Background: an optimization exercise with open tools, aiming at small area, a short achievable clock period and few clock cycles per item. Do not read the settings as production practice. Where RTL was checked, it was by simulation tests only, not by an equivalence proof against the original. For runs 4, 5 and 8, only the layout was checked, not whether the RTL still works. Power is estimated from default activity; no workload was simulated.

**design/flow/config.mk**
```make
export PLATFORM = sky130hd
export DESIGN_NAME = eigen2x2_fx
export DESIGN_NICKNAME = eigen2x2_fx
export VERILOG_FILES = /design/flow/design.v
export SDC_FILE = /design/flow/constraint.sdc
export NUM_CORES = 4
export LEC_CHECK = 0
export CAP_MARGIN = 20
export CORE_MARGIN = 2
export CORE_UTILIZATION = 75
export SLEW_MARGIN = 20
```
**design/flow/constraint.sdc**
```tcl
create_clock -name core_clock -period 10.0 [get_ports {clk}]
set_input_delay 2.0000 -clock core_clock [delete_from_list [all_inputs] [get_ports {clk}]]
set_output_delay 2.0000 -clock core_clock [all_outputs]
set_load 0.01 [all_outputs]
```
**design/flow/design.v**
```verilog
`default_nettype none
module eigen2x2_fx #(
  parameter int WIDTH = 32,
  parameter int FRAC  = 16
) (
  input  logic             clk,
  input  logic             rst,
  input  logic             start,
  input  logic [WIDTH-1:0] a1,
  input  logic [WIDTH-1:0] a2,
  input  logic [WIDTH-1:0] a3,
  input  logic [WIDTH-1:0] a4,
  output logic             busy,
  output logic             done,
  output logic [WIDTH-1:0] v1,
  output logic [WIDTH-1:0] v2,
  output logic             complex,
  output logic             ovf
);
  localparam int CW = 36;    
  logic busy_q, done_q;
  logic p_diff, p_mul1, p_mul, p_abs, p_sqrt, p_f1, p_f2;
  logic [5:0] cnt_q;
  logic [2:0] jt_q;             
  logic s1_acc, s1_s2;          
  logic b2_one, b2_two, b2_neg;
  logic b3_one, b3_two, b3_neg;
  logic corr_q;                 
  logic [1:0] lo3_q;            
  logic n2_q;                   
  logic pend3_q;                
  logic signed [33:0] acc_q;    
  logic               py_q;     
  logic               zr_q;     
  logic signed [34:0] x_q;      
  logic signed [35:0] z_q;      
  logic signed [33:0] w_q;      
  logic signed [32:0] s_q;      
  logic               neg_q;
  logic               o1_q;          
  localparam int NK = 5;
  logic [NK-1:0] fit;
  for (genvar i = 0; i < NK; i++) begin : g_fit
    localparam int K = 7 + 2*i;
    wire [34-(2*K-1):0] xs = x_q[34:2*K-1];
    wire [33-(2*K-3):0] ws = w_q[33:2*K-3];
    assign fit[i] = ((&xs) | ~(|xs)) & ((&ws) | ~(|ws));
  end
  logic [2:0] jt_d;
  always_comb begin
    jt_d = 3'(NK);
    for (int i = NK-1; i >= 0; i--)
      if (fit[i]) jt_d = 3'(i);
  end
  function automatic logic [5:0] jof(input logic [2:0] t);
    jof = 6'(7 + 2*int'(t));
  endfunction
  logic [1:0]    pair_n;        
  logic          n2;            
  logic [CW-1:0] in1, in2, in3, csa_s, csa_c, cpa;
  logic [CW-1:0] xe, ze, m2, m3;
  assign pair_n = acc_q[31:30] ^ {2{neg_q}};
  assign n2     = n2_q;
  assign xe = CW'(x_q);
  assign ze = CW'(z_q);
  always_comb begin
    in1 = ({CW{s1_acc}} & CW'(acc_q)) | ({CW{s1_s2}} & CW'($signed({s_q, 1'b0})));
    m2  = ({CW{b2_one}} & xe) | ({CW{b2_two}} & {xe[CW-2:0], 1'b0});
    in2 = m2 ^ {CW{n2}};
    if (p_sqrt) in2[1:0] = 2'b11;
    m3  = ({CW{b3_one}} & {ze[CW-3:0], 2'b00}) | ({CW{b3_two}} & {ze[CW-4:0], 3'b000});
    in3 = m3 ^ {{(CW-2){b3_neg}}, 2'b00};
    in3[1:0] = lo3_q;
    csa_s = in1 ^ in2 ^ in3;
    csa_c = {((in1[CW-2:0] & in2[CW-2:0]) | (in1[CW-2:0] & in3[CW-2:0]) |
              (in2[CW-2:0] & in3[CW-2:0])), pend3_q};
  end
  logic [CW-1:0] pg_g [0:6];
  logic [CW-1:0] pg_p [0:6];
  logic [CW-1:0] hs;
  always_comb begin
    hs = csa_s ^ csa_c;
    pg_g[0] = csa_s & csa_c;
    pg_p[0] = hs;
    for (int l = 0; l < 6; l++) begin
      for (int i = 0; i < CW; i++) begin
        if (i >= (1 << l)) begin
          pg_g[l+1][i] = pg_g[l][i] | (pg_p[l][i] & pg_g[l][i - (1 << l)]);
          pg_p[l+1][i] = pg_p[l][i] & pg_p[l][i - (1 << l)];
        end else begin
          pg_g[l+1][i] = pg_g[l][i];
          pg_p[l+1][i] = pg_p[l][i];
        end
      end
    end
    cpa[0] = hs[0];
    for (int i = 1; i < CW; i++) cpa[i] = hs[i] ^ pg_g[6][i-1];
  end
  logic [33:0] h;
  assign h     = cpa[CW-1:2];
  logic c_d;
  assign c_d = z_q[35] ? (&z_q) : (z_q == 36'(x_q));
  logic [2:0] rem0;
  assign rem0 = {1'b0, pair_n} - 3'd1;
  logic skip;
  assign skip = (p_abs | (p_sqrt & zr_q)) & ~(|(acc_q[31:26] ^ {6{neg_q}}));
  logic acc_start, mul_end, sq_end;
  logic n_diff, n_mul1, n_mul, n_abs, n_sqrt, n_f1, n_f2;
  assign acc_start = ~busy_q & start;
  assign mul_end   = (cnt_q == jof(jt_q));
  assign sq_end    = skip ? (cnt_q >= 6'(2*jof(jt_q) + 6'd14))
                          : (cnt_q >= 6'(2*jof(jt_q) + 6'd16));
  assign n_diff    = acc_start;
  assign n_mul1    = p_diff;
  assign n_mul     = p_mul1 | (p_mul & ~mul_end);
  assign n_abs     = p_mul & mul_end;
  assign n_sqrt    = p_abs | (p_sqrt & ~sq_end);
  assign n_f1      = p_sqrt & sq_end;
  assign n_f2      = p_f1;
  always_ff @(posedge clk or posedge rst) begin
    if (rst) begin
      busy_q <= 1'b0; done_q <= 1'b0;
      p_diff <= 1'b0; p_mul1 <= 1'b0; p_mul <= 1'b0; p_abs <= 1'b0;
      p_sqrt <= 1'b0; p_f1 <= 1'b0; p_f2 <= 1'b0;
    end else begin
      busy_q <= acc_start | (busy_q & ~p_f2);
      done_q <= p_f2;
      p_diff <= n_diff; p_mul1 <= n_mul1; p_mul <= n_mul; p_abs <= n_abs;
      p_sqrt <= n_sqrt; p_f1 <= n_f1; p_f2 <= n_f2;
    end
  end
  logic xo, xv;
  assign xo = x_q[{cnt_q[4:0], 1'b1}];
  assign xv = x_q[{cnt_q[4:0], 1'b0}];
  always_ff @(posedge clk) begin
    s1_acc <= n_diff | n_mul1 | n_mul;
    s1_s2  <= n_abs | n_f1 | (n_f2 & ~neg_q);
    b2_one <= 1'b0; b2_two <= 1'b0; b2_neg <= 1'b0;
    b3_one <= 1'b0; b3_two <= 1'b0; b3_neg <= 1'b0;
    corr_q <= 1'b0;
    if (n_diff) begin
      b2_one <= 1'b1; b2_neg <= 1'b1;
    end
    if (n_mul1) begin    
      b2_one <= cpa[0];
      b2_two <= cpa[1] & ~cpa[0];
      b2_neg <= cpa[1];
      b3_one <= w_q[0];
      b3_two <= w_q[1] & ~w_q[0];
      b3_neg <= w_q[1];
    end
    if (n_mul) begin
      b2_one <= xv ^ py_q;
      b2_two <= (xo & ~xv & ~py_q) | (~xo & xv & py_q);
      b2_neg <= xo & ~(xv & py_q);
      b3_one <= w_q[2] ^ w_q[1];
      b3_two <= (w_q[3] & ~w_q[2] & ~w_q[1]) | (~w_q[3] & w_q[2] & w_q[1]);
      b3_neg <= w_q[3] & ~(w_q[2] & w_q[1]);
    end
    if (n_abs) b2_one <= 1'b1;
    if (n_sqrt) begin
      b2_two <= 1'b1; b2_neg <= 1'b1; b3_one <= 1'b1;
    end
    if (n_f1) b2_one <= ~neg_q;
    if (n_f2) begin
      b2_one <= 1'b1; b2_neg <= ~neg_q; corr_q <= neg_q & c_d;
    end
    pend3_q <= b3_neg;
    n2_q <= 1'b0;
    if (n_diff) n2_q <= 1'b1;
    if (n_mul1) n2_q <= cpa[1];
    if (n_mul)  n2_q <= xo & ~(xv & py_q);
    if (n_sqrt) n2_q <= p_abs ? (|pair_n) : ~cpa[CW-1];
    if (n_f2)   n2_q <= ~neg_q;
    lo3_q <= 2'b00;
    if (n_diff) lo3_q <= 2'b01;
    if (n_mul1) lo3_q <= {1'b0, cpa[1]};
    if (n_mul)  lo3_q <= {1'b0, xo & ~(xv & py_q)};
    if (n_sqrt) lo3_q <= (skip ? acc_q[25:24] : acc_q[29:28]) ^ {2{neg_q}};
    if (n_f2)   lo3_q <= {neg_q & c_d, ~neg_q};
  end
  always_ff @(posedge clk) begin
    if (!busy_q)               acc_q <= 34'($signed(a1));
    else if (p_diff)           acc_q <= '0;
    else if (p_mul1 | p_mul)   acc_q <= cpa[35:2];
    else if (skip)             acc_q <= {acc_q[27:0], w_q[33:28]};
    else                       acc_q <= {acc_q[31:0], w_q[33:32]};
    py_q <= p_diff ? cpa[1] : xo;
    if (!busy_q)               x_q <= 35'($signed(a4));
    else if (p_diff)           x_q <= cpa[34:0];
    else if (p_abs)            x_q <= {33'd0, |pair_n, 1'b0};
    else if (p_sqrt)           x_q <= {x_q[33:1], ~cpa[CW-1], 1'b0};
    if (!busy_q)               z_q <= 36'($signed(a2));
    else if (p_abs)            z_q <= 36'($signed(rem0));
    else if (p_sqrt)           z_q <= cpa;
    else if (p_f2)             z_q <= cpa;
    if (!busy_q)               w_q <= 34'($signed(a3));
    else if (p_mul1 | p_mul)   w_q <= {cpa[1:0], w_q[33:2]};
    else if (skip)             w_q <= {w_q[27:0], 6'b00};
    else if (p_abs | p_sqrt)   w_q <= {w_q[31:0], 2'b00};
    else if (p_f1)             w_q <= h;
    if (!busy_q)               s_q <= 33'($signed(a4));
    else if (p_abs)            s_q <= cpa[32:0];
    if (p_mul & mul_end)       neg_q <= cpa[CW-1];
    o1_q <= ~((&w_q[33:31]) | ~(|w_q[33:31]));
    if (p_mul1) jt_q <= jt_d;
    cnt_q <= p_diff ? 6'd1 : cnt_q + (skip ? 6'd3 : 6'd1);
    zr_q  <= p_abs ? ~(|pair_n) : (zr_q & cpa[CW-1]);
  end
  assign busy    = busy_q;
  assign done    = done_q;
  logic o2;
  assign o2      = ~((&z_q[35:33]) | ~(|z_q[35:33]));
  assign v1      = o1_q ? 32'h7fff_ffff : w_q[31:0];
  assign v2      = o2 ? {z_q[35], {31{~z_q[35]}}} : z_q[33:2];
  assign complex = neg_q;
  assign ovf     = o1_q | o2;
endmodule
`default_nettype wire
```
**design/flow/flow/run.sh**
```bash
#!/bin/bash
set -euo pipefail
bash standard.sh "BUFFER_PORTS_ARGS=-buffer_cell sky130_fd_sc_hd__buf_1" SETUP_SLACK_MARGIN=5.5 finish > standard_flow.log 2>&1
```
**design/flow/standard.sh**
```bash
#!/bin/bash
# synth_recipe.tcl (not shown) runs the flow's synth.tcl, then flattens the netlist and writes it again
# the make line also repeats each setting of config.mk as NAME=value (left out here)
make -C /OpenROAD-flow-scripts/flow DESIGN_CONFIG=/design/flow/config.mk WORK_HOME=/design/flow/orfs CLKGATE_MAP_FILE= SYNTH_SCRIPT=/design/flow/synth_recipe.tcl "${@:-finish}"
```
==> results of run 1 <==
[registers in the layout, indices dropped and copies added, names as in the netlist, 2 cells and up]
| signal | cells |
|---|---|
| w_q | 34 |
| z_q | 36 |
| jt_q | 3 |
| x_q | 35 |
| lo3_q | 2 |
| cnt_q | 6 |
| acc_q | 34 |
| s_q | 33 |
[metal layers]
metal	vias to the layer above	global-route usage, %
li1	7199	-
met1	7882	66.9
met2	2125	77.1
met3	722	23.1
met4	0	34.0
met5	-	0
[power breakdown]
part	internal, mW	total (mW)	leakage, nW	switching (mW)
registers	0.894	0.894	1.85	0
logic	0.0122	0.0283	4.93	0.0161
clock network	0.516	0.912	0.379	0.397
total	1.42	1.83	7.16	0.413
[worst paths after layout]
check / from / to / cells after the start / slack [ps]
worst max-delay path: x_q[0]$_DFFE_PP_ / w_q[22]$_DFFE_PP_ / 14 / 5480
worst min-delay path: p_f2$_DFF_PP0_ / done_q$_DFF_PP0_ / 0 / 490
worst max register to register: x_q[0]$_DFFE_PP_ / w_q[22]$_DFFE_PP_ / 14 / 5480
worst min register to register: p_f2$_DFF_PP0_ / done_q$_DFF_PP0_ / 0 / 490
max in group asynchronous: rst / busy_q$_DFF_PP0_ / 2 / 8200
min in group asynchronous: rst / p_diff$_DFF_PP0_ / 2 / 1440
[critical path, cell delays in order, from the launching register on]
cell      delay [ps]
edfxtp_1         500
and3_1           240
o21bai_1         200
fa_1             450
ha_1             250
fa_1             480
a21o_1           200
and4_2           290
nor3_4           300
o21ai_1          210
o311ai_2         300
buf_4            180
nor2_1           130
a221oi_2         330
a21oi_1          130
[cells by family after synthesis]
family | count (synthesis) | share of synthesized area (%)
AO/OA/AOI/OAI | 628 | 25.0
XOR/XNOR | 143 | 7.67
adder cells (fa/ha/maj) | 81 | 7.77
buffers and inverters | 234 | 5.72
flip-flops | 205 | 33.5
multiplexers | 52 | 3.99
AND/OR/NAND/NOR | 565 | 16.4
[repair_timing]
action                                  4_1_cts  5_1_grt
endpoints found under the setup margin      153      116
pin swaps                                     3        4
cloned                                        1        0
resized for setup                            14       18
buffers inserted                              3        4
[area by class of cell]
| type | count | area (µm²) | share of cell area (%) |
|---|---|---|---|
| Sequential cell | 205 | 5600 | 30.6 |
| Timing Repair Buffer | 229 | 1010 | 5.50 |
| Clock buffer | 31 | 657 | 3.59 |
| Tap cell | 280 | 350 | 1.91 |
| Antenna cell | 2 | 5.00 | 0.0274 |
| Clock inverter | 11 | 116 | 0.636 |
| Inverter | 89 | 334 | 1.83 |
| Multi-Input combinational cell | 1470 | 10200 | 55.9 |
[layout by cell type, fill, tap and decap left out, types with 27 or more instances in the layout]
| master | netlist | layout |
|---|---|---|
| o21a_1 | 39 | 39 |
| xor2_1 | 101 | 98 |
| nand2_1 | 168 | 166 |
| dfxtp_1 | 54 | 48 |
| a22oi_1 | 99 | 99 |
| fa_1 | 37 | 37 |
| edfxtp_1 | 142 | 142 |
| or2_2 | 37 | 37 |
| inv_1 | 87 | 87 |
| buf_4 | 3 | 27 |
| ha_1 | 44 | 43 |
| buf_1 | 17 | 198 |
| xnor2_1 | 39 | 34 |
| a21oi_1 | 219 | 219 |
| nor2_1 | 143 | 139 |
| nand3_1 | 50 | 50 |
| o21ai_0 | 69 | 67 |
| nand4_1 | 27 | 27 |
| and3_1 | 38 | 38 |
| a31oi_1 | 30 | 30 |
==> impl_metrics.yaml, run 1 <==
place:
  dp.cells: 2265
  hpwl_mm: 44.1
  post-place-ws_ps: 4880
  portBuffers: 198
  place_area_um2: 17300
  gp_congestion: 1.05
synthesis:
  synth_top_area_share_pct: 25.7
  synth_most_common_cell: "a21oi_1"
  yosys_register_bits: 205
  async_flop_share_pct: 4.39
  ys_types: 92
  seq_area_frac_synth_pct: 33.5
  synth_top_area_cell: "edfxtp_1"
  synth_common_cells: "a21oi_1, nand2_1, nor2_1, edfxtp_1, xor2_1"
  synthesis.nets: 2120
  yosys_warnings: 3
  synth_edf_count: 142
  mappedNetlistArea_um2: 16600
  syn_area_per_cell_um2: 8.71
  ys.flop_type: "edfxtp_1"
  syn_inst: 1908
  synthTopCellsByArea: "edfxtp_1, a21oi_1, dfxtp_1, xor2_1, a22oi_1"
power_and_ir_drop:
  irDropWorstVdd_v: 0.000155
  power_mw: 1.83
  p_leak_nw: 7.16
  power_density_nw_per_um2: 100
clocking:
  htree_levels: 1
  cts_sinks: 205
  cts_buffer_depth: 3
  cts_tree: "yes"
  clk_pin_slew_ps: 70
  cts-root-buf: "clkbuf_16"
  cts_hold_buf: 0
  clock_latency_ps: 550
  cts-buffers-inserted: 23
floorplanning:
  start_util_pct: 76.4
  die_area_um2: 23400
  die_h_um: 153
  die_w_um: 153
  core_um2: 21800
  num_io_pins: 199
  placementRows: 54
sta:
  fin_setup_tns_ps: 0
  period_needed_ps: 4520
  fmax_mhz: 221
  holdWs_ps: 492
  rsz0062_at_grt: "yes"
  hold_violations: 0
  worst_slew_pin_slew_ps: 1250
  slew_headroom_pct: 16.1
  drv_slew: 0
  fin_skew_ps: 29.4
  setup_viol: 0
  finalCritPeriodShare_pct: 45.2
  setup_slack_ps: 5480
layout:
  final_nets: 2230
  final_cell_area_um2: 18300
  utilization_pct: 84.1
  final_cells: 2317
  area_growth_pct: 10.1
  fillers: 1230
  drive_above_1_share_pct: 9.58
route:
  num_vias: 17900
  wl_mm: 65.6
  remaining_drc_errors: 0
  wl_met3_mm: 12.9
  wl_per_cell_um: 28.3
  detail-route-antenna-nets: 0
  vias_per_cell: 7.74
  wl_met1_mm: 20.2
  drt-initial-drc-count: 4254
  top_layer: "met4"
  dr_wl_met2_mm: 25.9
  drt-pass1-iter-count: 14
setup_path:
  start_kind: "flip-flop"
  cp.arrival_ps: 4760
  endpoint_kind: "flip-flop"
  required_ps: 10240
  critPathKind: "flip-flop to flip-flop"
  cp_max_fo: 5
grt:
  track_usage_pct: 53.8
  antenna_found_initial: 0
  grt-ovfl-total: 0
  grt_pass1_vias: 17200
  grt_pass1_wl_mm: 97.7
  grt_max_degree: 80
status:
  status: "finished clean"
hold_path:
  worstHoldPathType: "flip-flop to flip-flop"
run:
  max_cap_violations: 0
Testbench counts, summed over its fixed seeds: cycles 145,942, items 3,200.
==> inputs of run 2 (changes only) <==
--- a/design/flow/config.mk
+++ b/design/flow/config.mk
@@ -9,3 +9,4 @@
 export CORE_MARGIN = 2
-export CORE_UTILIZATION = 75
+export CORE_UTILIZATION = 65
+export GPL_TIMING_DRIVEN = 1
 export SLEW_MARGIN = 20
==> impl_metrics.yaml, run 2 <==
synthesis:
  syn_area_per_cell_um2: 8.71
  synth_top_area_share_pct: 25.7
  syn_inst: 1908
  synth_common_cells: "a21oi_1, nand2_1, nor2_1, edfxtp_1, xor2_1"
  mappedNetlistArea_um2: 16600
  ys_types: 92
  synthTopCellsByArea: "edfxtp_1, a21oi_1, dfxtp_1, xor2_1, a22oi_1"
  synth_most_common_cell: "a21oi_1"
  ys.flop_type: "edfxtp_1"
  synthesis.nets: 2120
  yosys_warnings: 3
  synth_top_area_cell: "edfxtp_1"
  seq_area_frac_synth_pct: 33.5
  synth_edf_count: 142
  yosys_register_bits: 205
  async_flop_share_pct: 4.39
clocking:
  clk_pin_slew_ps: 60
  cts-root-buf: "clkbuf_16"
  htree_levels: 1
  clock_latency_ps: 530
  cts_buffer_depth: 3
  cts-buffers-inserted: 23
  cts_sinks: 205
  cts_tree: "yes"
setup_path:
  required_ps: 10270
  cp_max_fo: 9
  crit_slowest_cell: "edfxtp_1"
  max_stage_delay_ps: 570
  critPathKind: "flip-flop to flip-flop"
  cp.arrival_ps: 4740
  endpoint_kind: "flip-flop"
  start_kind: "flip-flop"
  path_cells: "a22oi_1, xor2_1, fa_1, inv_1, ha_2, a211o_1, a21oi_2, o21ai_1, a31oi_1, o21ai_1, or3_1, a31oi_1, nor2_1"
power_and_ir_drop:
  irDropWorstVdd_v: 0.000119
  comb_power_share_pct: 1.5
  power_density_nw_per_um2: 95.0
  intPower_mw: 1.36
  p_switching_mw: 0.383
  power_frac_clock_pct: 47.3
  power_mw: 1.75
  switching_share_pct: 21.9
  pwr-share-seq_pct: 51.2
  p_leak_nw: 7.17
grt:
  track_usage_pct: 46.7
  grt_max_degree: 98
  grt_pass1_vias: 16000
  antenna_found_initial: 0
  grt-ovfl-total: 0
  grt_pass1_wl_mm: 94.1
route:
  detail-route-antenna-nets: 0
  num_vias: 16900
  drt-initial-drc-count: 3053
  drt-pass1-iter-count: 7
  remaining_drc_errors: 0
  wl_mm: 63.7
  wl_per_cell_um: 26.8
  vias_per_cell: 7.14
layout:
  drive_above_1_share_pct: 9.99
  largest_register_ffs: 36
  regMostFlops: "z_q"
  final_cells: 2373
  final_common_cell: "a21oi_1"
  antennaDiodeCount: 0
  reg.largest.list: "z_q x36, x_q x35"
  fillers: 1960
  final_nets: 2239
  area_growth_pct: 10.8
  multi_input_area_um2: 10300
  final_cell_area_um2: 18400
  final_cell_mix: "a21oi_1, buf_1, nand2_1"
  seq_area_um2: 5590
  utilization_pct: 73.3
status:
  status: "finished clean"
floorplanning:
  start_util_pct: 66.2
  die_w_um: 164
  placementRows: 58
  num_io_pins: 199
  core_um2: 25100
  die_area_um2: 26900
  die_h_um: 164
sta:
  rsz0062_at_grt: "yes"
  fmax_mhz: 223
  worst_slew_pin_slew_ps: 1300
  slew_headroom_pct: 13.2
  period_needed_ps: 4480
  finalCritPeriodShare_pct: 44.8
  holdWs_ps: 465
  fin_setup_tns_ps: 0
  hold_violations: 0
  setup_viol: 0
  drv_slew: 0
  fin_skew_ps: 11.7
  setup_slack_ps: 5520
place:
  post-place-ws_ps: 4780
  portBuffers: 198
  gp_congestion: 0.978
  place_area_um2: 17300
  dp.cells: 2314
  hpwl_mm: 45.3
run:
  max_cap_violations: 0
hold_path:
  worstHoldPathType: "flip-flop to flip-flop"
## run 2: what timing repair did
action	4_1_cts	5_1_grt
hold buffers	0	0
gates cloned	1	0
pin swaps	4	6
buffers inserted	3	14
endpoints found under the setup margin	149	90
gates resized for setup	13	23
## run 2: final timing paths
| path | cells past startpoint | endpoint | from | slack (ps) |
|---|---|---|---|---|
| setup / recovery | 13 | z_q[31]$_DFFE_PP_ | x_q[20]$_DFFE_PP_ | 5520 |
| hold / removal | 0 | done_q$_DFF_PP0_ | p_f2$_DFF_PP0_ | 460 |
| setup reg to reg | 13 | z_q[31]$_DFFE_PP_ | x_q[20]$_DFFE_PP_ | 5520 |
| hold reg to reg | 0 | done_q$_DFF_PP0_ | p_f2$_DFF_PP0_ | 460 |
| max in group asynchronous | 2 | busy_q$_DFF_PP0_ | rst | 8280 |
| min in group asynchronous | 2 | p_f2$_DFF_PP0_ | rst | 1420 |
## run 2: cell type report
class | count | share of cell area, %
Multi-Input combinational cell | 1470 | 55.7
Sequential cell | 205 | 30.4
Timing Repair Buffer | 238 | 6.07
Clock buffer | 32 | 3.37
Tap cell | 330 | 2.24
Inverter | 89 | 1.82
Clock inverter | 9 | 0.381
## run 2: critical path, delay by kind of cell, from the launching register on
kind            cells  cell delay (ps)
flops               1              570
xor+xnor            1              220
compound gates      7             2010
simple gates        2              580
fa+ha+maj           2              770
buf+inv             1               70
## run 2: routing by layer
metal	vias to the layer above	track usage (%)	wire, µm
li1	7211	-	-
met1	7826	61.9	22300
met2	1575	70.8	27100
met3	329	13.1	10400
met4	0	22.5	3920
met5	-	0	0
## run 2: cell families (layout without fill, tap and decap cells)
| group | count (synthesis) | count (layout) | share of synthesized area [%] |
|---|---|---|---|
| AO/OA/AOI/OAI | 628 | 628 | 25.0 |
| AND/OR/NAND/NOR | 565 | 566 | 16.4 |
| multiplexers | 52 | 52 | 3.99 |
| buffers and inverters | 234 | 368 | 5.72 |
| adder cells (fa/ha/maj) | 81 | 81 | 7.77 |
| flip-flops | 205 | 205 | 33.5 |
| XOR/XNOR | 143 | 143 | 7.67 |
## run 2: power groups by stage
stage / clock [mW] / combinational (mW) / sequential [mW]
global route: 0.843 / 0.0281 / 0.894
CTS: 0.811 / 0.0258 / 0.895
finish: 0.826 / 0.0267 / 0.895
detailed placement: 0 / 0.0253 / 0.914
floorplan: 0 / 0.00190 / 0.914
global placement: 0 / 0.0254 / 0.914
==> inputs of run 3 (changes only) <==
--- a/design/flow/config.mk
+++ b/design/flow/config.mk
@@ -10,3 +10,2 @@
 export CORE_UTILIZATION = 65
-export GPL_TIMING_DRIVEN = 1
 export SLEW_MARGIN = 20
==> impl_metrics.yaml, run 3 <==
status:
  status: "finished clean"
sta:
  period_needed_ps: 4480
  worst_slew_pin_slew_ps: 1300
  rsz0062_at_grt: "yes"
  setup_viol: 0
  fin_skew_ps: 11.7
  hold_violations: 0
  fin_setup_tns_ps: 0
  finalCritPeriodShare_pct: 44.8
  fmax_mhz: 223
  drv_slew: 0
  slew_headroom_pct: 13.2
synthesis:
  synth_compound_area_share_pct: 25.0
  mappedNetlistArea_um2: 16600
  synth_top_family_by_area: "compound AO/OA/AOI/OAI gates"
  synth_common_cells: "a21oi_1, nand2_1, nor2_1, edfxtp_1, xor2_1"
  ys.flop_type: "edfxtp_1"
  synth_xor_area_share_pct: 7.67
  async_flop_share_pct: 4.39
  synth_fa_ha_area_share_pct: 7.77
  synth_most_common_cell: "a21oi_1"
  synthSimpleGateAreaFrac_pct: 16.4
  synth_edf_count: 142
  synth_top_area_cell: "edfxtp_1"
  synthTopCellsByArea: "edfxtp_1, a21oi_1, dfxtp_1, xor2_1, a22oi_1"
  yosys_warnings: 3
  synth_mux_area_share_pct: 3.99
  synth_top_area_share_pct: 25.7
  syn_area_per_cell_um2: 8.71
  synthesis.nets: 2120
  seq_area_frac_synth_pct: 33.5
  ys_types: 92
  syn_inst: 1908
  yosys_register_bits: 205
hold_path:
  worstHoldPathType: "flip-flop to flip-flop"
layout:
  antennaDiodeCount: 0
  final_common_cell: "a21oi_1"
  area_growth_pct: 10.8
  final_cells: 2373
  largest_register_ffs: 36
  final_nets: 2239
  fillers: 1960
  reg.largest.list: "z_q x36, x_q x35"
  regMostFlops: "z_q"
  final_cell_mix: "a21oi_1, buf_1, nand2_1"
  drive_above_1_share_pct: 9.99
grt:
  track_usage_pct: 46.7
  antenna_found_initial: 0
  grt-ovfl-total: 0
  grt_pass1_vias: 16000
  grt_max_degree: 98
  grt_pass1_wl_mm: 94.1
setup_path:
  crit_slowest_cell: "edfxtp_1"
  cp_max_fo: 9
  r2r_slack_ps: 5520
  critPathKind: "flip-flop to flip-flop"
  path_buf_inv: 1
  start_kind: "flip-flop"
  endpoint_kind: "flip-flop"
  max_stage_delay_ps: 570
  path_cells: "a22oi_1, xor2_1, fa_1, inv_1, ha_2, a211o_1, a21oi_2, o21ai_1, a31oi_1, o21ai_1, or3_1, a31oi_1, nor2_1"
  required_ps: 10270
  path_delay_family: "compound AO/OA/AOI/OAI gates"
  cp.arrival_ps: 4740
clocking:
  cts_buffer_depth: 3
  cts_sinks: 205
  cts-root-buf: "clkbuf_16"
  clock_latency_ps: 530
  cts-buffers-inserted: 23
  htree_levels: 1
  clk_pin_slew_ps: 60
  cts_tree: "yes"
floorplanning:
  core_um2: 25100
  placementRows: 58
  die_h_um: 164
  start_util_pct: 66.2
  num_io_pins: 199
  die_w_um: 164
  die_area_um2: 26900
route:
  wl_mm: 63.7
  drt-initial-drc-count: 3053
  detail-route-antenna-nets: 0
  wl_per_cell_um: 26.8
  dr_wl_met2_mm: 27.1
  wl_met3_mm: 10.4
  num_vias: 16900
  remaining_drc_errors: 0
  drt-pass1-iter-count: 7
  wl_met1_mm: 22.3
  top_layer: "met4"
  vias_per_cell: 7.14
place:
  portBuffers: 198
  gp_congestion: 0.978
  hpwl_mm: 45.3
  dp.cells: 2314
power_and_ir_drop:
  irDropWorstVdd_v: 0.000119
  p_leak_nw: 7.17
  power_density_nw_per_um2: 95.0
run:
  max_cap_violations: 0
run 3: layout make-up:
cell class / instances / area, µm² / area share, %
multi-input cells: 1470 / 10300 / 55.7
flip-flops and latches: 205 / 5590 / 30.4
repair buffers: 238 / 1120 / 6.07
well taps: 330 / 413 / 2.24
clock buffers: 32 / 619 / 3.37
clock inverters: 9 / 70.1 / 0.381
inverters: 89 / 334 / 1.82
run 3: stage by stage:
step	setup WS [ps]	hold slack, ps	power, mW	area [µm²]	util [%]
after global placement	4790	456	0.940	17300	69.1
after CTS	5520	450	1.73	18100	72.2
after detailed placement	4780	440	0.939	17300	69.1
final	5520	465	1.75	18400	73.3
after floorplan	6030	329	0.916	16600	-
after global routing	5430	466	1.77	18400	73.3
run 3: what timing repair did:
item	4_1_cts	5_1_grt
setup endpoints to repair	149	90
gates cloned	1	0
pin swaps	4	6
hold endpoints to repair	0	0
hold buffers	0	0
setup buffers	3	14
gates resized for setup	13	23
run 3: cell families (layout without fill, tap and decap cells):
group,Yosys count,after routing
compound gates,628,628
simple gates,565,566
buf+inv,234,368
flops,205,205
xor+xnor,143,143
fa+ha+maj,81,81
mux,52,52
run 3: metal layers:
metal / track usage [%] / up-vias
met4: 22.5 / 0
met3: 13.1 / 329
li1: - / 7211
met5: 0 / -
met2: 70.8 / 1575
met1: 61.9 / 7826
run 3: final timing paths:
check	start	cells after the start	end
max in group asynchronous	rst	2	busy_q$_DFF_PP0_
min reg2reg	p_f2$_DFF_PP0_	0	done_q$_DFF_PP0_
max	x_q[20]$_DFFE_PP_	13	z_q[31]$_DFFE_PP_
min in group asynchronous	rst	2	p_f2$_DFF_PP0_
max reg2reg	x_q[20]$_DFFE_PP_	13	z_q[31]$_DFFE_PP_
min	p_f2$_DFF_PP0_	0	done_q$_DFF_PP0_
run 3: where the power goes:
group | internal, mW | switching, mW | leakage [nW]
clock | 0.457 | 0.369 | 0.337
combinational | 0.0122 | 0.0145 | 4.98
sequential | 0.895 | 0 | 1.85
==> inputs of run 4 (changes only) <==
--- a/design/flow/design.v
+++ b/design/flow/design.v
@@ -184,3 +184,4 @@
     else if (p_diff)           acc_q <= '0;
-    else if (p_mul1 | p_mul)   acc_q <= cpa[35:2];
+    else if (p_mul1 | p_mul | p_f1) acc_q <= cpa[35:2];
+    else if (p_f2)             acc_q <= acc_q;
     else if (skip)             acc_q <= {acc_q[27:0], w_q[33:28]};
@@ -200,3 +201,2 @@
     else if (p_abs | p_sqrt)   w_q <= {w_q[31:0], 2'b00};
-    else if (p_f1)             w_q <= h;
     if (!busy_q)               s_q <= 33'($signed(a4));
@@ -204,3 +204,3 @@
     if (p_mul & mul_end)       neg_q <= cpa[CW-1];
-    o1_q <= ~((&w_q[33:31]) | ~(|w_q[33:31]));
+    o1_q <= ~((&acc_q[33:31]) | ~(|acc_q[33:31]));
     if (p_mul1) jt_q <= jt_d;
@@ -213,3 +213,3 @@
   assign o2      = ~((&z_q[35:33]) | ~(|z_q[35:33]));
-  assign v1      = o1_q ? 32'h7fff_ffff : w_q[31:0];
+  assign v1      = o1_q ? 32'h7fff_ffff : acc_q[31:0];
   assign v2      = o2 ? {z_q[35], {31{~z_q[35]}}} : z_q[33:2];
==> impl_metrics.yaml, run 4 <==
run:
  max_cap_violations: 0
synthesis:
  synthesis.nets: 2030
  async_flop_share_pct: 4.39
  seq_area_frac_synth_pct: 35.3
  synth_top_area_share_pct: 31.6
  ys_types: 88
  synth_most_common_cell: "edfxtp_1"
  mappedNetlistArea_um2: 16700
  synth_common_cells: "edfxtp_1, nand2_1, nor2_1, a21oi_1, clkbuf_1"
  synth_edf_count: 176
  synthTopCellsByArea: "edfxtp_1, xor2_1, fa_1, a22oi_1, a21oi_1"
  yosys_warnings: 3
  syn_inst: 1819
  syn_area_per_cell_um2: 9.20
  yosys_register_bits: 205
  synth_top_area_cell: "edfxtp_1"
  ys.flop_type: "edfxtp_1"
setup_path:
  r2r_slack_ps: 5490
  cp.arrival_ps: 4900
  start_kind: "flip-flop"
  r2r_start: "s1_acc$_DFF_P_"
  cp_max_fo: 34
  required_ps: 10390
  critPathKind: "flip-flop to flip-flop"
  r2r_end: "x_q[34]$_DFFE_PP_"
  endpoint_kind: "flip-flop"
  rr_worst_depth: 13
clocking:
  clock_latency_ps: 560
  cts_hold_buf: 0
  htree_levels: 1
  cts-buffers-inserted: 24
  clk_pin_slew_ps: 60
  cts_tree: "yes"
  cts_sinks: 205
  cts-root-buf: "clkbuf_16"
  cts_buffer_depth: 3
layout:
  final_cell_mix: "buf_1, edfxtp_1, nand2_1"
  final_cell_area_um2: 18600
  largest_register_ffs: 36
  utilization_pct: 73.6
  area_growth_pct: 11.0
  antennaDiodeCount: 0
  fillers: 1946
  multi_input_area_um2: 10000
  reg.largest.list: "z_q x36, x_q x35"
  regMostFlops: "z_q"
  final_nets: 2140
  seq_area_um2: 5930
  final_common_cell: "buf_1"
  drive_above_1_share_pct: 9.60
sta:
  finalCritPeriodShare_pct: 45.1
  drv_slew: 0
  fin_setup_tns_ps: 0
  setup_viol: 0
  rsz0062_at_grt: "yes"
  worst_slew_pin_slew_ps: 1190
  fmax_mhz: 222
  holdWs_ps: 481
  fin_skew_ps: 34.1
  period_needed_ps: 4510
  hold_violations: 0
  slew_headroom_pct: 20.6
power_and_ir_drop:
  irDropWorstVdd_v: 0.000143
  p_leak_nw: 7.46
  power_density_nw_per_um2: 102
  power_mw: 1.89
floorplanning:
  die_area_um2: 27000
  die_w_um: 164
  die_h_um: 164
  core_um2: 25300
  start_util_pct: 66.3
  num_io_pins: 199
  placementRows: 58
route:
  drt-pass1-iter-count: 6
  drt-initial-drc-count: 3398
  remaining_drc_errors: 0
  num_vias: 16500
  wl_per_cell_um: 28.3
  detail-route-antenna-nets: 0
  vias_per_cell: 7.23
  wl_mm: 64.5
hold_path:
  min_from: "p_f2$_DFF_PP0_"
  min_to: "done_q$_DFF_PP0_"
  worstHoldPathType: "flip-flop to flip-flop"
  holdPathStages: 0
grt:
  grt_pass1_wl_mm: 93.6
  grt.met3_usage_pct: 18.8
  grt-ovfl-total: 0
  use_met1_pct: 65.2
  busiest_layer: "met1"
  track_usage_pct: 46.9
  use_met2_pct: 64.9
  grt_pass1_vias: 14900
  antenna_found_initial: 4
  grt_max_degree: 82
status:
  status: "finished clean"
place:
  portBuffers: 198
  gp_congestion: 1.05
  place_area_um2: 17500
  hpwl_mm: 46.0
## run 4: cell count changes in the layout (fill, tap and decap cells not counted), moves of 10 or more
cell and change:
a311oi_1 +11, mux2i_1 +21, nor2_1 -10, nand3_1 -12
o21ai_1 +10, a21oi_1 -97, a21o_1 +23, dfxtp_1 -33
nand2_1 -21, o21ai_0 -31, edfxtp_1 +34
## run 4: routing by layer
| metal | vias up | wire length (µm) |
|---|---|---|
| met5 | - | 86 |
| li1 | 6949 | - |
| met4 | 8 | 3190 |
| met3 | 248 | 11700 |
| met1 | 7764 | 23300 |
| met2 | 1486 | 26200 |
## run 4: power breakdown
group | total, mW | switching (mW) | internal [mW]
Combinational | 0.0255 | 0.0134 | 0.0121
Sequential | 0.914 | 0 | 0.914
Clock | 0.955 | 0.404 | 0.551
Total | 1.89 | 0.418 | 1.48
## run 4: logic make-up after synthesis
logic type | synth area share [%]
multiplexers | 5.55
AND/OR/NAND/NOR | 15.7
adder cells (fa/ha/maj) | 7.64
buffers and inverters | 5.32
XOR/XNOR | 7.58
flip-flops | 35.3
AO/OA/AOI/OAI | 22.9
## run 4: worst max path at each step
stage                     slack [ps]                  end         startpoint
final                           5490    x_q[34]$_DFFE_PP_     s1_acc$_DFF_P_
after global routing            5480    x_q[34]$_DFFE_PP_  z_q[11]$_DFFE_PP_
after CTS                       5500    x_q[34]$_DFFE_PP_     b3_two$_DFF_P_
after detailed placement        4960  acc_q[26]$_DFFE_PP_  b3_one$_SDFF_PP1_
after global placement          4990  acc_q[26]$_DFFE_PP_  b3_one$_SDFF_PP1_
after floorplan                 5880    x_q[16]$_DFFE_PP_       n2_q$_DFF_P_
## run 4: layout make-up
class | count | share of cell area [%]
clock buffers | 32 | 3.79
well taps | 330 | 2.22
inverters | 84 | 1.70
multi-input cells | 1386 | 54.1
repair buffers | 228 | 5.54
clock inverters | 12 | 0.761
flip-flops and latches | 205 | 31.9
## run 4: per-stage QoR
step                      worst slack [ps]  instances
after global placement                4990       2226
after detailed placement              4960       2226
after floorplan                       5880       1819
after global routing                  5480       2277
after CTS                             5500       2271
final                                 5490       2277
## run 4: what timing repair did
| action | 4_1_cts | 5_1_grt |
|---|---|---|
| pin swaps | 0 | 1 |
| setup buffers | 1 | 5 |
| resized for setup | 8 | 19 |
| endpoints found under the hold margin | 0 | 0 |
| endpoints found under the setup margin | 130 | 95 |
## run 4: worst max-delay path, stage by stage, from the launching register on
cell and delay [ps]:
dfxtp_1 330, clkbuf_8 330, and2_2 310, fa_1 450
ha_1 250, fa_1 470, a21o_1 190, and3_1 250
nor3_4 280, nand4bb_1 240, nand4_1 270, nand3_1 240
or4b_1 450, a41oi_1 230
==> inputs of run 5 (changes only) <==
--- a/design/flow/design.v
+++ b/design/flow/design.v
@@ -86,5 +86,5 @@
       for (int i = 0; i < CW; i++) begin
-        if (i >= (1 << l)) begin
-          pg_g[l+1][i] = pg_g[l][i] | (pg_p[l][i] & pg_g[l][i - (1 << l)]);
-          pg_p[l+1][i] = pg_p[l][i] & pg_p[l][i - (1 << l)];
+        if (i[l]) begin
+          pg_g[l+1][i] = pg_g[l][i] | (pg_p[l][i] & pg_g[l][((i >> l) << l) - 1]);
+          pg_p[l+1][i] = pg_p[l][i] & pg_p[l][((i >> l) << l) - 1];
         end else begin
@@ -184,4 +184,3 @@
     else if (p_diff)           acc_q <= '0;
-    else if (p_mul1 | p_mul | p_f1) acc_q <= cpa[35:2];
-    else if (p_f2)             acc_q <= acc_q;
+    else if (p_mul1 | p_mul)   acc_q <= cpa[35:2];
     else if (skip)             acc_q <= {acc_q[27:0], w_q[33:28]};
@@ -201,2 +200,3 @@
     else if (p_abs | p_sqrt)   w_q <= {w_q[31:0], 2'b00};
+    else if (p_f1)             w_q <= h;
     if (!busy_q)               s_q <= 33'($signed(a4));
@@ -204,3 +204,3 @@
     if (p_mul & mul_end)       neg_q <= cpa[CW-1];
-    o1_q <= ~((&acc_q[33:31]) | ~(|acc_q[33:31]));
+    o1_q <= ~((&w_q[33:31]) | ~(|w_q[33:31]));
     if (p_mul1) jt_q <= jt_d;
@@ -213,3 +213,3 @@
   assign o2      = ~((&z_q[35:33]) | ~(|z_q[35:33]));
-  assign v1      = o1_q ? 32'h7fff_ffff : acc_q[31:0];
+  assign v1      = o1_q ? 32'h7fff_ffff : w_q[31:0];
   assign v2      = o2 ? {z_q[35], {31{~z_q[35]}}} : z_q[33:2];
==> impl_metrics.yaml, run 5 <==
floorplanning:
  die_area_um2: 25800
  die_h_um: 161
  die_w_um: 161
  placementRows: 57
  core_um2: 24200
  num_io_pins: 199
  start_util_pct: 65.9
setup_path:
  cp_max_fo: 8
  endpoint: "w_q[31]$_DFFE_PP_"
  crit_slowest_cell: "fa_1"
  path_delay_family: "compound AO/OA/AOI/OAI gates"
  r2r_start: "b2_one$_SDFF_PP1_"
  max_stage_delay_ps: 480
  endpoint_kind: "flip-flop"
  required_ps: 10270
  r2r_end: "w_q[31]$_DFFE_PP_"
  path_buf_inv: 3
  path_cells: "buf_12, nand2_2, xnor2_2, nor2_2, fa_1, inv_1, ha_2, fa_2, a211oi_4, o211ai_4, buf_6, a31oi_4, a21boi_4, o2111ai_4, a21boi_2, or2_4, fa_2, xnor2_2, nand2_1, o211ai_1, a21oi_1, a21oi_1, o21ai_1"
  start_kind: "flip-flop"
  critPathKind: "flip-flop to flip-flop"
  rr_worst_depth: 23
  cp.depth: 23
  cp.arrival_ps: 5000
  r2r_slack_ps: 5280
  cp-startpoint: "b2_one$_SDFF_PP1_"
route:
  drt-initial-drc-count: 2990
  num_vias: 16400
  vias_per_cell: 7.04
  remaining_drc_errors: 0
  wl_per_cell_um: 27.4
  detail-route-antenna-nets: 0
  drt-pass1-iter-count: 6
  wl_mm: 63.9
synthesis:
  synth_common_cells: "nand2_1, a21oi_1, edfxtp_1, nor2_1"
  synthesis.nets: 2021
  async_flop_share_pct: 4.39
  syn_area_per_cell_um2: 8.82
  synth_edf_count: 142
  yosys_register_bits: 205
  synth_most_common_cell: "nand2_1"
  mappedNetlistArea_um2: 15900
  syn_inst: 1805
  ys_types: 78
  synthTopCellsByArea: "edfxtp_1, dfxtp_1, a21oi_1, xor2_1, fa_1"
  yosys_warnings: 3
  synth_top_area_share_pct: 26.8
  seq_area_frac_synth_pct: 35.0
  synth_top_area_cell: "edfxtp_1"
  ys.flop_type: "edfxtp_1"
sta:
  drv_slew: 0
  worst_slew_pin_slew_ps: 1200
  finalCritPeriodShare_pct: 47.2
  fmax_mhz: 212
  fin_setup_tns_ps: 0
  hold_violations: 0
  holdWs_ps: 409
  rsz0062_at_grt: "yes"
  setup_viol: 0
  fin_skew_ps: 12.1
  period_needed_ps: 4720
  slew_headroom_pct: 19.5
  setup_slack_ps: 5280
power_and_ir_drop:
  power_mw: 1.87
  power_density_nw_per_um2: 100
  p_leak_nw: 7.22
  irDropWorstVdd_v: 0.000119
run:
  max_cap_violations: 0
clocking:
  cts-buffers-inserted: 23
  htree_levels: 1
  clock_latency_ps: 550
  cts_sinks: 205
  clk_pin_slew_ps: 70
  cts_hold_buf: 0
  cts_buffer_depth: 3
  cts_tree: "yes"
  cts-root-buf: "clkbuf_16"
grt:
  grt-ovfl-total: 0
  grt_pass1_vias: 15400
  track_usage_pct: 48.6
  grt_pass1_wl_mm: 94.4
  antenna_found_initial: 4
  grt_max_degree: 80
place:
  hpwl_mm: 43.4
  portBuffers: 198
  post-place-ws_ps: 4890
  gp_congestion: 1.01
hold_path:
  worstHoldPathType: "flip-flop to flip-flop"
  holdPathStages: 0
layout:
  final_cell_mix: "buf_1, nand2_1, a21oi_1"
  reg.largest.list: "z_q x36, x_q x35"
  largest_register_ffs: 36
  drive_above_1_share_pct: 13.4
  final_nets: 2206
  regMostFlops: "z_q"
  final_common_cell: "buf_1"
  area_growth_pct: 16.8
status:
  status: "finished clean"
run 5: how the worst min path moves through the flow:
stage,startpoint,to,slack (ps)
2_1_floorplan,b3_neg$_DFF_P_,pend3_q$_DFF_P_,330
3_3_place_gp,p_f2$_DFF_PP0_,done_q$_DFF_PP0_,380
3_5_place_dp,p_f2$_DFF_PP0_,done_q$_DFF_PP0_,380
5_1_grt,p_f2$_DFF_PP0_,done_q$_DFF_PP0_,430
6_report,p_f2$_DFF_PP0_,done_q$_DFF_PP0_,410
4_1_cts,p_f2$_DFF_PP0_,done_q$_DFF_PP0_,410
run 5: metrics by stage:
step	util [%]	std cells	area, µm²
3_5_place_dp	69.4	2226	16800
4_1_cts	75.4	2317	18200
6_report	76.9	2333	18600
3_3_place_gp	69.4	2226	16800
2_1_floorplan	-	1805	16000
5_1_grt	76.9	2331	18600
run 5: cell type report:
class,count,area [µm²]
clock buffer,33,738
inverter,100,377
clock inverter,9,100
sequential,205,5590
tap,324,405
multi-input combinational,1370,9740
fill,1750,5580
antenna,2,5.00
timing repair buffer,290,1640
run 5: metal layers:
layer / routed length (µm) / vias to the layer above / global-route usage, %
met2: 26400 / 1494 / 70.2
met1: 21800 / 7671 / 63.0
met4: 5040 / 4 / 29.4
met5: 24 / - / 0
li1: - / 6912 / -
met3: 10700 / 341 / 17.0
run 5: cells by family after synthesis:
group,share of synthesized area [%]
and+or+nand+nor,16.6
DFF,35.0
AOI/OAI and AO/OA,22.6
buffers and inverters,5.95
adders and majority gates,8.66
xor gates and xnor gates,7.75
muxes,3.45
run 5: timing repair:
| action | in CTS | in global routing |
|---|---|---|
| pin swaps | 14 | 31 |
| cloned | 3 | 0 |
| resized for setup | 45 | 46 |
| endpoints found under the setup margin | 100 | 96 |
| setup buffers | 46 | 14 |
run 5: report_power, final:
group          leakage (nW)  switching (mW)  internal, mW
Sequential             1.84               0         0.895
Combinational          4.96          0.0130        0.0123
Clock                 0.416           0.381         0.566
==> inputs of run 6 (changes only) <==
--- a/design/flow/design.v
+++ b/design/flow/design.v
@@ -86,5 +86,5 @@
       for (int i = 0; i < CW; i++) begin
-        if (i[l]) begin
-          pg_g[l+1][i] = pg_g[l][i] | (pg_p[l][i] & pg_g[l][((i >> l) << l) - 1]);
-          pg_p[l+1][i] = pg_p[l][i] & pg_p[l][((i >> l) << l) - 1];
+        if (i >= (1 << l)) begin
+          pg_g[l+1][i] = pg_g[l][i] | (pg_p[l][i] & pg_g[l][i - (1 << l)]);
+          pg_p[l+1][i] = pg_p[l][i] & pg_p[l][i - (1 << l)];
         end else begin
==> design/flow/flow/run.sh (replaced) <==
#!/bin/bash
set -euo pipefail
bash standard.sh "BUFFER_PORTS_ARGS=-buffer_cell sky130_fd_sc_hd__buf_1" SETUP_SLACK_MARGIN=5.6 finish > standard_flow.log 2>&1
--- a/design/flow/config.mk
+++ b/design/flow/config.mk
@@ -10,2 +10,4 @@
 export CORE_UTILIZATION = 65
+export CTS_BUF_LIST = sky130_fd_sc_hd__clkbuf_4 sky130_fd_sc_hd__clkbuf_8
+export CTS_CLUSTER_SIZE = 20
 export SLEW_MARGIN = 20
==> impl_metrics.yaml, run 6 <==
sta:
  fmax_mhz: 229
  fin_setup_tns_ps: 0
  worst_slew_pin_slew_ps: 1180
  hold_violations: 0
  drv_slew: 0
  period_needed_ps: 4360
  finalCritPeriodShare_pct: 43.6
  rsz0062_at_grt: "yes"
  setup_viol: 0
  slew_headroom_pct: 21.1
  holdWs_ps: 460
  fin_skew_ps: 28.1
layout:
  final_cells: 2418
  final_common_cell: "a21oi_1"
  largest_register_ffs: 36
  area_growth_pct: 12.8
  reg.largest.list: "z_q x36, x_q x35"
  fillers: 1931
  final_nets: 2270
  final_cell_mix: "a21oi_1, buf_1, nand2_1"
  regMostFlops: "z_q"
  drive_above_1_share_pct: 12.5
  utilization_pct: 74.6
setup_path:
  path_buf_inv: 1
  start_kind: "flip-flop"
  path_delay_family: "simple AND/OR/NAND/NOR gates"
  endpoint_kind: "output pin"
  r2r_slack_ps: 5660
  critPathKind: "flip-flop to output pin"
  required_ps: 8000
  rr_worst_depth: 14
  r2r_end: "w_q[22]$_DFFE_PP_"
  path_cells: "nor3_2, nor2_4, nand2_4, o21a_1, buf_1"
  crit_slowest_cell: "edfxtp_1"
  cp.arrival_ps: 2360
  r2r_start: "x_q[1]$_DFFE_PP_"
  max_stage_delay_ps: 560
  cp_max_fo: 31
route:
  vias_per_cell: 7.05
  remaining_drc_errors: 0
  drt-pass1-iter-count: 11
  drt-initial-drc-count: 2956
  wl_mm: 64.2
  num_vias: 17000
  wl_per_cell_um: 26.5
  detail-route-antenna-nets: 0
synthesis:
  synthTopCellsByArea: "edfxtp_1, a21oi_1, dfxtp_1, xor2_1, a22oi_1"
  synth_edf_count: 142
  ys_types: 92
  synth_common_cells: "a21oi_1, nand2_1, nor2_1, edfxtp_1, xor2_1"
  syn_inst: 1908
  synth_top_area_cell: "edfxtp_1"
  synth_most_common_cell: "a21oi_1"
  seq_area_frac_synth_pct: 33.5
  yosys_register_bits: 205
  yosys_warnings: 3
  ys.flop_type: "edfxtp_1"
  async_flop_share_pct: 4.39
  mappedNetlistArea_um2: 16600
  synthesis.nets: 2120
  syn_area_per_cell_um2: 8.71
  synth_top_area_share_pct: 25.7
grt:
  grt_max_degree: 98
  grt_pass1_wl_mm: 94.1
  track_usage_pct: 46.8
  grt_pass1_vias: 16000
  grt-ovfl-total: 0
  antenna_found_initial: 1
clocking:
  cts_tree: "yes"
  cts-root-buf: "clkbuf_8"
  htree_levels: 2
  clk_pin_slew_ps: 60
  cts-buffers-inserted: 37
  cts_sinks: 205
  cts_buffer_depth: 3
  clock_latency_ps: 570
hold_path:
  holdPathStages: 0
  min_from: "p_f2$_DFF_PP0_"
  worstHoldPathType: "flip-flop to flip-flop"
  min_to: "done_q$_DFF_PP0_"
floorplanning:
  die_h_um: 164
  core_um2: 25100
  placementRows: 58
  num_io_pins: 199
  die_w_um: 164
  start_util_pct: 66.2
  die_area_um2: 26900
place:
  gp_congestion: 0.978
  hpwl_mm: 45.3
  portBuffers: 198
  dp.cells: 2314
power_and_ir_drop:
  irDropWorstVdd_v: 0.000129
  p_leak_nw: 7.37
  power_density_nw_per_um2: 97.4
status:
  status: "finished clean"
run:
  max_cap_violations: 0
==> run 6: power breakdown <==
| part | total [mW] | internal, mW | switching (mW) | leakage (nW) |
|---|---|---|---|---|
| clock network | 0.904 | 0.512 | 0.392 | 0.438 |
| registers | 0.895 | 0.895 | 0 | 1.85 |
| logic | 0.0265 | 0.0121 | 0.0143 | 5.08 |
| total | 1.83 | 1.42 | 0.406 | 7.37 |
==> run 6: area by class of cell <==
cell class                      count  area (µm²)  share of cell area (%)
Antenna cell                        1        2.50                  0.0134
Inverter                           89         334                    1.78
Clock inverter                      9         106                   0.568
Timing Repair Buffer              255        1280                    6.85
Clock buffer                       59         718                    3.83
Multi-Input combinational cell   1470       10300                    54.9
Sequential cell                   205        5590                    29.8
Tap cell                          330         413                    2.20
==> run 6: how the worst max path moves through the flow <==
stage                      startpoint                 to  slack [ps]  cells past startpoint
finish              z_q[35]$_DFFE_PP_              v2[4]        5640                      5
global route        b2_two$_SDFF_PN1_  w_q[22]$_DFFE_PP_        5450                     14
CTS                  x_q[0]$_DFFE_PP_  w_q[22]$_DFFE_PP_        5510                     14
detailed placement       n2_q$_DFF_P_  s_q[32]$_DFFE_PP_        4780                     13
global placement         n2_q$_DFF_P_  w_q[22]$_DFFE_PP_        4790                     13
floorplan              b3_neg$_DFF_P_  z_q[29]$_DFFE_PP_        6030                     14
==> run 6: repair_timing <==
action,4_1_cts,5_1_grt
gates cloned,1,0
buffers inserted,6,28
hold buffers,0,0
gates resized for setup,20,25
pin swaps,3,11
endpoints found under the setup margin,162,78
==> run 6: routing by layer <==
metal | vias to the layer above | track usage (%) | wire, µm | share of wire [%]
li1 | 7288 | - | - | -
met2 | 1570 | 71.1 | 27700 | 43
met5 | - | 0 | 25 | 0.039
met1 | 7845 | 60.6 | 22200 | 35
met3 | 335 | 14.4 | 10200 | 16
met4 | 2 | 23.6 | 3920 | 6.1
==> run 6: metrics by stage <==
stage          total power, mW  setup slack [ps]  cell area [µm²]
2_1_floorplan            0.916              6030            16600
3_3_place_gp             0.940              4790            17300
3_5_place_dp             0.939              4780            17300
4_1_cts                   1.81              5510            18300
5_1_grt                   1.85              5450            18700
6_report                  1.83              5640            18700
==> run 6: cells by family after synthesis <==
logic type      synth area share (%)
xor+xnor                        7.67
compound gates                  25.0
mux                             3.99
flops                           33.5
fa+ha+maj                       7.77
simple gates                    16.4
buf+inv                         5.72
Testbench counts of run 6, summed over its fixed seeds: cycles 145,942, items 3,200.
==> inputs of run 7 (changes only) <==
--- a/design/flow/config.mk
+++ b/design/flow/config.mk
@@ -9,5 +9,3 @@
 export CORE_MARGIN = 2
-export CORE_UTILIZATION = 65
-export CTS_BUF_LIST = sky130_fd_sc_hd__clkbuf_4 sky130_fd_sc_hd__clkbuf_8
-export CTS_CLUSTER_SIZE = 20
+export CORE_UTILIZATION = 55
 export SLEW_MARGIN = 20
==> impl_metrics.yaml, run 7 <==
layout:
  final_cells: 2444
  final_cell_mix: "a21oi_1, buf_1, nand2_1"
  seq_area_um2: 5590
  fillers: 2639
  drive_above_1_share_pct: 10.9
  final_nets: 2248
  reg.largest.list: "z_q x36, x_q x35"
  regMostFlops: "z_q"
  antennaDiodeCount: 0
  largest_register_ffs: 36
  multi_input_area_um2: 10300
  area_growth_pct: 13.0
  final_common_cell: "a21oi_1"
  utilization_pct: 63.2
power_and_ir_drop:
  pwr-share-seq_pct: 47.8
  power_frac_clock_pct: 50.7
  p_leak_nw: 7.36
  switching_share_pct: 21.8
  irDropWorstVdd_v: 0.000111
  power_density_nw_per_um2: 99.7
  p_switching_mw: 0.409
  intPower_mw: 1.46
  comb_power_share_pct: 1.4
synthesis:
  synthTopCellsByArea: "edfxtp_1, a21oi_1, dfxtp_1, xor2_1, a22oi_1"
  mappedNetlistArea_um2: 16600
  synth_most_common_cell: "a21oi_1"
  syn_area_per_cell_um2: 8.71
  ys.flop_type: "edfxtp_1"
  synthesis.nets: 2120
  ys_types: 92
  synth_top_area_cell: "edfxtp_1"
  yosys_warnings: 3
  async_flop_share_pct: 4.39
  seq_area_frac_synth_pct: 33.5
  synth_common_cells: "a21oi_1, nand2_1, nor2_1, edfxtp_1, xor2_1"
  synth_top_area_share_pct: 25.7
  synth_edf_count: 142
  syn_inst: 1908
  yosys_register_bits: 205
setup_path:
  r2r_start: "x_q[0]$_DFFE_PP_"
  r2r_slack_ps: 5700
  path_cells: "buf_4, a22oi_1, xor2_1, nand2b_1, fa_1, ha_1, a211oi_2, nor2_2, a21oi_1, o211a_1, nor2_1, or3_1, a31oi_1, a21oi_1"
  crit_path_frequent_cell: "a21oi_1"
  cp.arrival_ps: 4550
  max_stage_delay_ps: 540
  crit_slowest_cell: "or3_1"
  rr_worst_depth: 14
  start_kind: "flip-flop"
  endpoint_kind: "flip-flop"
  r2r_end: "x_q[31]$_DFFE_PP_"
  critPathKind: "flip-flop to flip-flop"
  cp_max_fo: 5
  required_ps: 10260
clocking:
  cts_hold_buf: 0
  cts_tree: "yes"
  cts-root-buf: "clkbuf_16"
  cts_buffer_depth: 3
  clock_latency_ps: 550
  cts_sinks: 205
  htree_levels: 1
  clk_pin_slew_ps: 60
  cts-buffers-inserted: 25
route:
  remaining_drc_errors: 0
  drt-pass1-iter-count: 8
  num_vias: 16600
  wl_per_cell_um: 27.1
  wl_mm: 66.2
  vias_per_cell: 6.78
  drt-initial-drc-count: 2350
  detail-route-antenna-nets: 0
floorplanning:
  core_um2: 29700
  die_area_um2: 31600
  die_w_um: 178
  num_io_pins: 199
  start_util_pct: 55.9
  placementRows: 63
  die_h_um: 178
place:
  post-place-ws_ps: 4790
  dp.cells: 2381
  portBuffers: 198
  gp_congestion: 0.949
  hpwl_mm: 47.8
sta:
  drv_slew: 0
  slew_headroom_pct: 16.7
  worst_slew_pin_slew_ps: 1250
  setup_slack_ps: 5700
  rsz0062_at_grt: "yes"
  period_needed_ps: 4300
  fin_skew_ps: 17.4
  finalCritPeriodShare_pct: 43.0
  setup_viol: 0
  fin_setup_tns_ps: 0
  hold_violations: 0
  fmax_mhz: 233
  holdWs_ps: 416
grt:
  track_usage_pct: 40.9
  grt_max_degree: 82
  antenna_found_initial: 0
  use_met2_pct: 61.3
  grt.met3_usage_pct: 9.02
  grt_pass1_wl_mm: 96.2
  use_met1_pct: 57.6
  busiest_layer: "met2"
  grt_pass1_vias: 15200
  grt-ovfl-total: 0
run:
  max_cap_violations: 0
hold_path:
  holdPathStages: 0
  min_to: "done_q$_DFF_PP0_"
  worstHoldPathType: "flip-flop to flip-flop"
  min_from: "p_f2$_DFF_PP0_"
status:
  status: "finished clean"
[run 7: cell type report]
cell class                 instances  area share (%)
clock inverter                     9           0.426
timing repair buffer             245            6.47
inverter                          89            1.78
clock buffer                      36            4.05
tap                              390            2.60
sequential                       205            29.8
multi-input combinational       1470            54.9
[run 7: logic make-up after synthesis]
kind of cell	after synthesis	share of synthesized area, %
muxes	52	3.99
buffers and inverters	234	5.72
and+or+nand+nor	565	16.4
adders and majority gates	81	7.77
xor gates and xnor gates	143	7.67
DFF	205	33.5
AOI/OAI and AO/OA	628	25.0
[run 7: layer usage]
metal,vias up,share of wire (%)
li1,7228,-
met2,1251,43
met3,199,13
met1,7891,39
met4,0,4.7
met5,-,0
[run 7: power groups by stage]
stage	registers (mW)	clock network [mW]	logic [mW]
finish	0.895	0.950	0.0267
global route	0.895	0.979	0.0287
CTS	0.895	0.946	0.0264
detailed placement	0.914	0	0.0261
global placement	0.914	0	0.0261
floorplan	0.914	0	0.00190
[run 7: timing repair]
action,CTS,global route
endpoints found under the setup margin,148,93
cloned,1,1
pin swaps,4,8
resized for setup,21,25
setup buffers,6,10
endpoints found under the hold margin,0,0
[run 7: critical path, delay by kind of cell (launching register included)]
kind / cells / cell delay (ps)
simple gates: 4 / 860
compound gates: 6 / 1480
xor+xnor: 1 / 160
fa+ha+maj: 2 / 860
flops: 1 / 450
buf+inv: 1 / 180
[run 7: metrics by stage]
step / instance area [µm²] / total power, mW
after floorplan: 16600 / 0.916
after global placement: 17500 / 0.940
after detailed placement: 17500 / 0.940
after CTS: 18500 / 1.87
after global routing: 18800 / 1.90
final: 18800 / 1.87
[run 7: how the worst max path moves through the flow]
| stage | from | end | slack [ps] | cells after the start |
|---|---|---|---|---|
| 2_1_floorplan | b3_neg$_DFF_P_ | z_q[29]$_DFFE_PP_ | 6030 | 14 |
| 3_3_place_gp | b2_two$_SDFF_PN1_ | z_q[27]$_DFFE_PP_ | 4850 | 13 |
| 3_5_place_dp | n2_q$_DFF_P_ | z_q[32]$_DFFE_PP_ | 4790 | 13 |
| 4_1_cts | s1_acc$_DFF_P_ | z_q[25]$_DFFE_PP_ | 5580 | 12 |
| 5_1_grt | x_q[0]$_DFFE_PP_ | x_q[31]$_DFFE_PP_ | 5500 | 14 |
| 6_report | x_q[0]$_DFFE_PP_ | x_q[31]$_DFFE_PP_ | 5700 | 14 |
==> inputs of run 8 (changes only) <==
--- a/design/flow/design.v
+++ b/design/flow/design.v
@@ -40,6 +40,6 @@
   logic               o1_q;          
-  localparam int NK = 5;
+  localparam int NK = 3;
   logic [NK-1:0] fit;
   for (genvar i = 0; i < NK; i++) begin : g_fit
-    localparam int K = 7 + 2*i;
+    localparam int K = 11 + 2*i;
     wire [34-(2*K-1):0] xs = x_q[34:2*K-1];
@@ -55,3 +55,3 @@
   function automatic logic [5:0] jof(input logic [2:0] t);
-    jof = 6'(7 + 2*int'(t));
+    jof = 6'(11 + 2*int'(t));
   endfunction
==> impl_metrics.yaml, run 8 <==
synthesis:
  synth_edf_count: 141
  yosys_register_bits: 204
  syn_inst: 1825
  ys_types: 81
  ys.flop_type: "edfxtp_1"
  synthesis.nets: 2036
  synth_top_area_cell: "edfxtp_1"
  mappedNetlistArea_um2: 16000
  synth_most_common_cell: "a21oi_1"
  async_flop_share_pct: 4.41
  yosys_warnings: 3
  seq_area_frac_synth_pct: 34.7
  synthTopCellsByArea: "edfxtp_1, a21oi_1, dfxtp_1, xor2_1, a22oi_1"
  synth_top_area_share_pct: 26.5
  synth_common_cells: "a21oi_1, nand2_1, nor2_1, edfxtp_1, clkbuf_1"
  syn_area_per_cell_um2: 8.74
sta:
  drv_slew: 0
  fin_setup_tns_ps: 0
  period_needed_ps: 4450
  fmax_mhz: 224
  hold_violations: 0
  rsz0062_at_grt: "yes"
  fin_skew_ps: 19.1
  finalCritPeriodShare_pct: 44.5
  slew_headroom_pct: 12.6
  worst_slew_pin_slew_ps: 1310
  setup_viol: 0
setup_path:
  cp_max_fo: 5
  endpoint_kind: "flip-flop"
  critPathKind: "flip-flop to flip-flop"
  required_ps: 10290
  cp.arrival_ps: 4750
  start_kind: "flip-flop"
clocking:
  cts_buffer_depth: 3
  cts-root-buf: "clkbuf_16"
  clk_pin_slew_ps: 60
  clock_latency_ps: 550
  cts_tree: "yes"
  htree_levels: 1
  cts_sinks: 204
  cts_hold_buf: 0
  cts-buffers-inserted: 25
floorplanning:
  die_w_um: 174
  num_io_pins: 199
  die_h_um: 174
  die_area_um2: 30400
  placementRows: 62
  core_um2: 28600
  start_util_pct: 55.7
status:
  status: "finished clean"
grt:
  grt-ovfl-total: 0
  grt_pass1_wl_mm: 90.2
  antenna_found_initial: 2
  grt_pass1_vias: 14700
  grt_max_degree: 96
  track_usage_pct: 38.9
route:
  num_vias: 15900
  detail-route-antenna-nets: 0
  wl_mm: 61.2
  vias_per_cell: 6.59
  drt-pass1-iter-count: 6
  remaining_drc_errors: 0
  drt-initial-drc-count: 2218
  wl_per_cell_um: 25.4
layout:
  final_common_cell: "a21oi_1"
  drive_above_1_share_pct: 15.7
  regMostFlops: "z_q"
  reg.largest.list: "z_q x36, x_q x35"
  largest_register_ffs: 36
  area_growth_pct: 19.5
  final_nets: 2215
  final_cell_mix: "a21oi_1, buf_1, nand2_1"
place:
  hpwl_mm: 42.6
  portBuffers: 198
  gp_congestion: 0.926
power_and_ir_drop:
  power_density_nw_per_um2: 101
  power_mw: 1.93
  p_leak_nw: 7.46
  irDropWorstVdd_v: 0.000150
hold_path:
  worstHoldPathType: "flip-flop to flip-flop"
run:
  max_cap_violations: 0
[run 8: path summary, 6_finish.rpt]
check / from / endpoint / slack (ps) / depth (start not counted)
max in group asynchronous: rst / busy_q$_DFF_PP0_ / 8260 / 2
worst min-delay path: p_f2$_DFF_PP0_ / done_q$_DFF_PP0_ / 450 / 0
worst min register to register: p_f2$_DFF_PP0_ / done_q$_DFF_PP0_ / 450 / 0
worst max register to register: x_q[0]$_DFFE_PP_ / w_q[29]$_DFFE_PP_ / 5550 / 19
worst max-delay path: x_q[0]$_DFFE_PP_ / w_q[29]$_DFFE_PP_ / 5550 / 19
min in group asynchronous: rst / done_q$_DFF_PP0_ / 1410 / 2
[run 8: layer usage]
metal / routed length (µm) / vias up / part of all wire [%] / global-route usage (%)
met3: 8000 / 150 / 13 / 8.05
met1: 24600 / 7534 / 40 / 56.6
li1: - / 6974 / - / -
met5: 12 / - / 0.020 / 0
met2: 26500 / 1205 / 43 / 59.2
met4: 2020 / 2 / 3.3 / 10.3
[run 8: final cells by class]
class | instances | area (µm²)
clock buffer | 29 | 683
inverter | 86 | 323
timing repair buffer | 296 | 1640
sequential | 204 | 5570
multi-input combinational | 1391 | 10100
antenna | 1 | 2.50
clock inverter | 17 | 223
tap | 384 | 480
fill | 2398 | 9560
[run 8: cell families (layout without fill, tap and decap cells)]
family	Yosys count	count (layout)	synth area share, %
flops	204	204	34.7
simple gates	527	527	15.4
fa+ha+maj	80	80	8.02
buf+inv	230	428	5.44
xor+xnor	147	147	8.17
other cells	0	1	0
compound gates	583	583	23.9
mux	54	54	4.35
[run 8: repair_timing]
| action | in CTS | in global routing |
|---|---|---|
| gates cloned | 1 | 1 |
| setup endpoints to repair | 155 | 93 |
| setup buffers | 21 | 43 |
| resized for setup | 44 | 77 |
| pin swaps | 5 | 34 |
[run 8: through the flow]
| stage | hold slack (ps) | cell area [µm²] | utilization, % | setup WS [ps] | cells |
|---|---|---|---|---|---|
| 5_1_grt | 468 | 19100 | 66.6 | 5400 | 2407 |
| 3_3_place_gp | 432 | 16900 | 59.0 | 4500 | 2295 |
| 3_5_place_dp | 436 | 16900 | 59.0 | 4440 | 2295 |
| 2_1_floorplan | 329 | 16000 | - | 5660 | 1825 |
| 6_report | 446 | 19100 | 66.6 | 5550 | 2408 |
| 4_1_cts | 451 | 18300 | 63.9 | 5560 | 2363 |
[run 8: critical path, stage by stage, from the launching register on]
cell      delay [ps]
edfxtp_1         450
buf_6            150
a22oi_2          120
xor2_1           150
nand2b_1          90
fa_2             570
ha_4             210
a211oi_2         240
o21bai_2         100
a41oi_2          300
nor4b_4           90
buf_4            160
a311oi_4         420
buf_4            190
o31ai_4           70
buf_6            140
xor2_4           180
mux2i_1          170
o21ai_1           90
mux2_4           290
[run 8: power by group]
group	internal, mW	leakage (nW)	total [mW]	switching (mW)
Clock	0.620	0.445	1.02	0.396
Sequential	0.890	1.88	0.890	0
Combinational	0.0120	5.14	0.0251	0.0132
Total	1.52	7.46	1.93	0.410

==> what the ideal ports hide <==
In the flow no input, the clock included, has a driving cell. The finished layouts below were timed again as built, in two steps. Step 1 assumes that a clkbuf_16 drives the clock port and a buf_2 every other input. Step 2 times the ports against the registers' clock, not the clock port: input delays grow and output delays shrink by t, the midpoint of the rising clock arrivals with the driver on. Three values: no drivers, after step 1, after step 2; two values: the first two.
run	shift t [ns]	setup WS [ns]
run 1	0.589	5.480 / 5.480 / 5.480
run 2	0.573	5.522 / 5.522 / 5.522
run 3	0.573	5.522 / 5.522 / 5.522
run 4	0.599	5.490 / 5.490 / 5.490
run 5	0.592	5.276 / 5.276 / 5.276
run 6	0.601	5.637 / 5.588 / 5.665
run 7	0.597	5.703 / 5.703 / 5.703
run 8	0.593	5.545 / 5.545 / 5.545
After both steps every run listed still meets setup and hold.
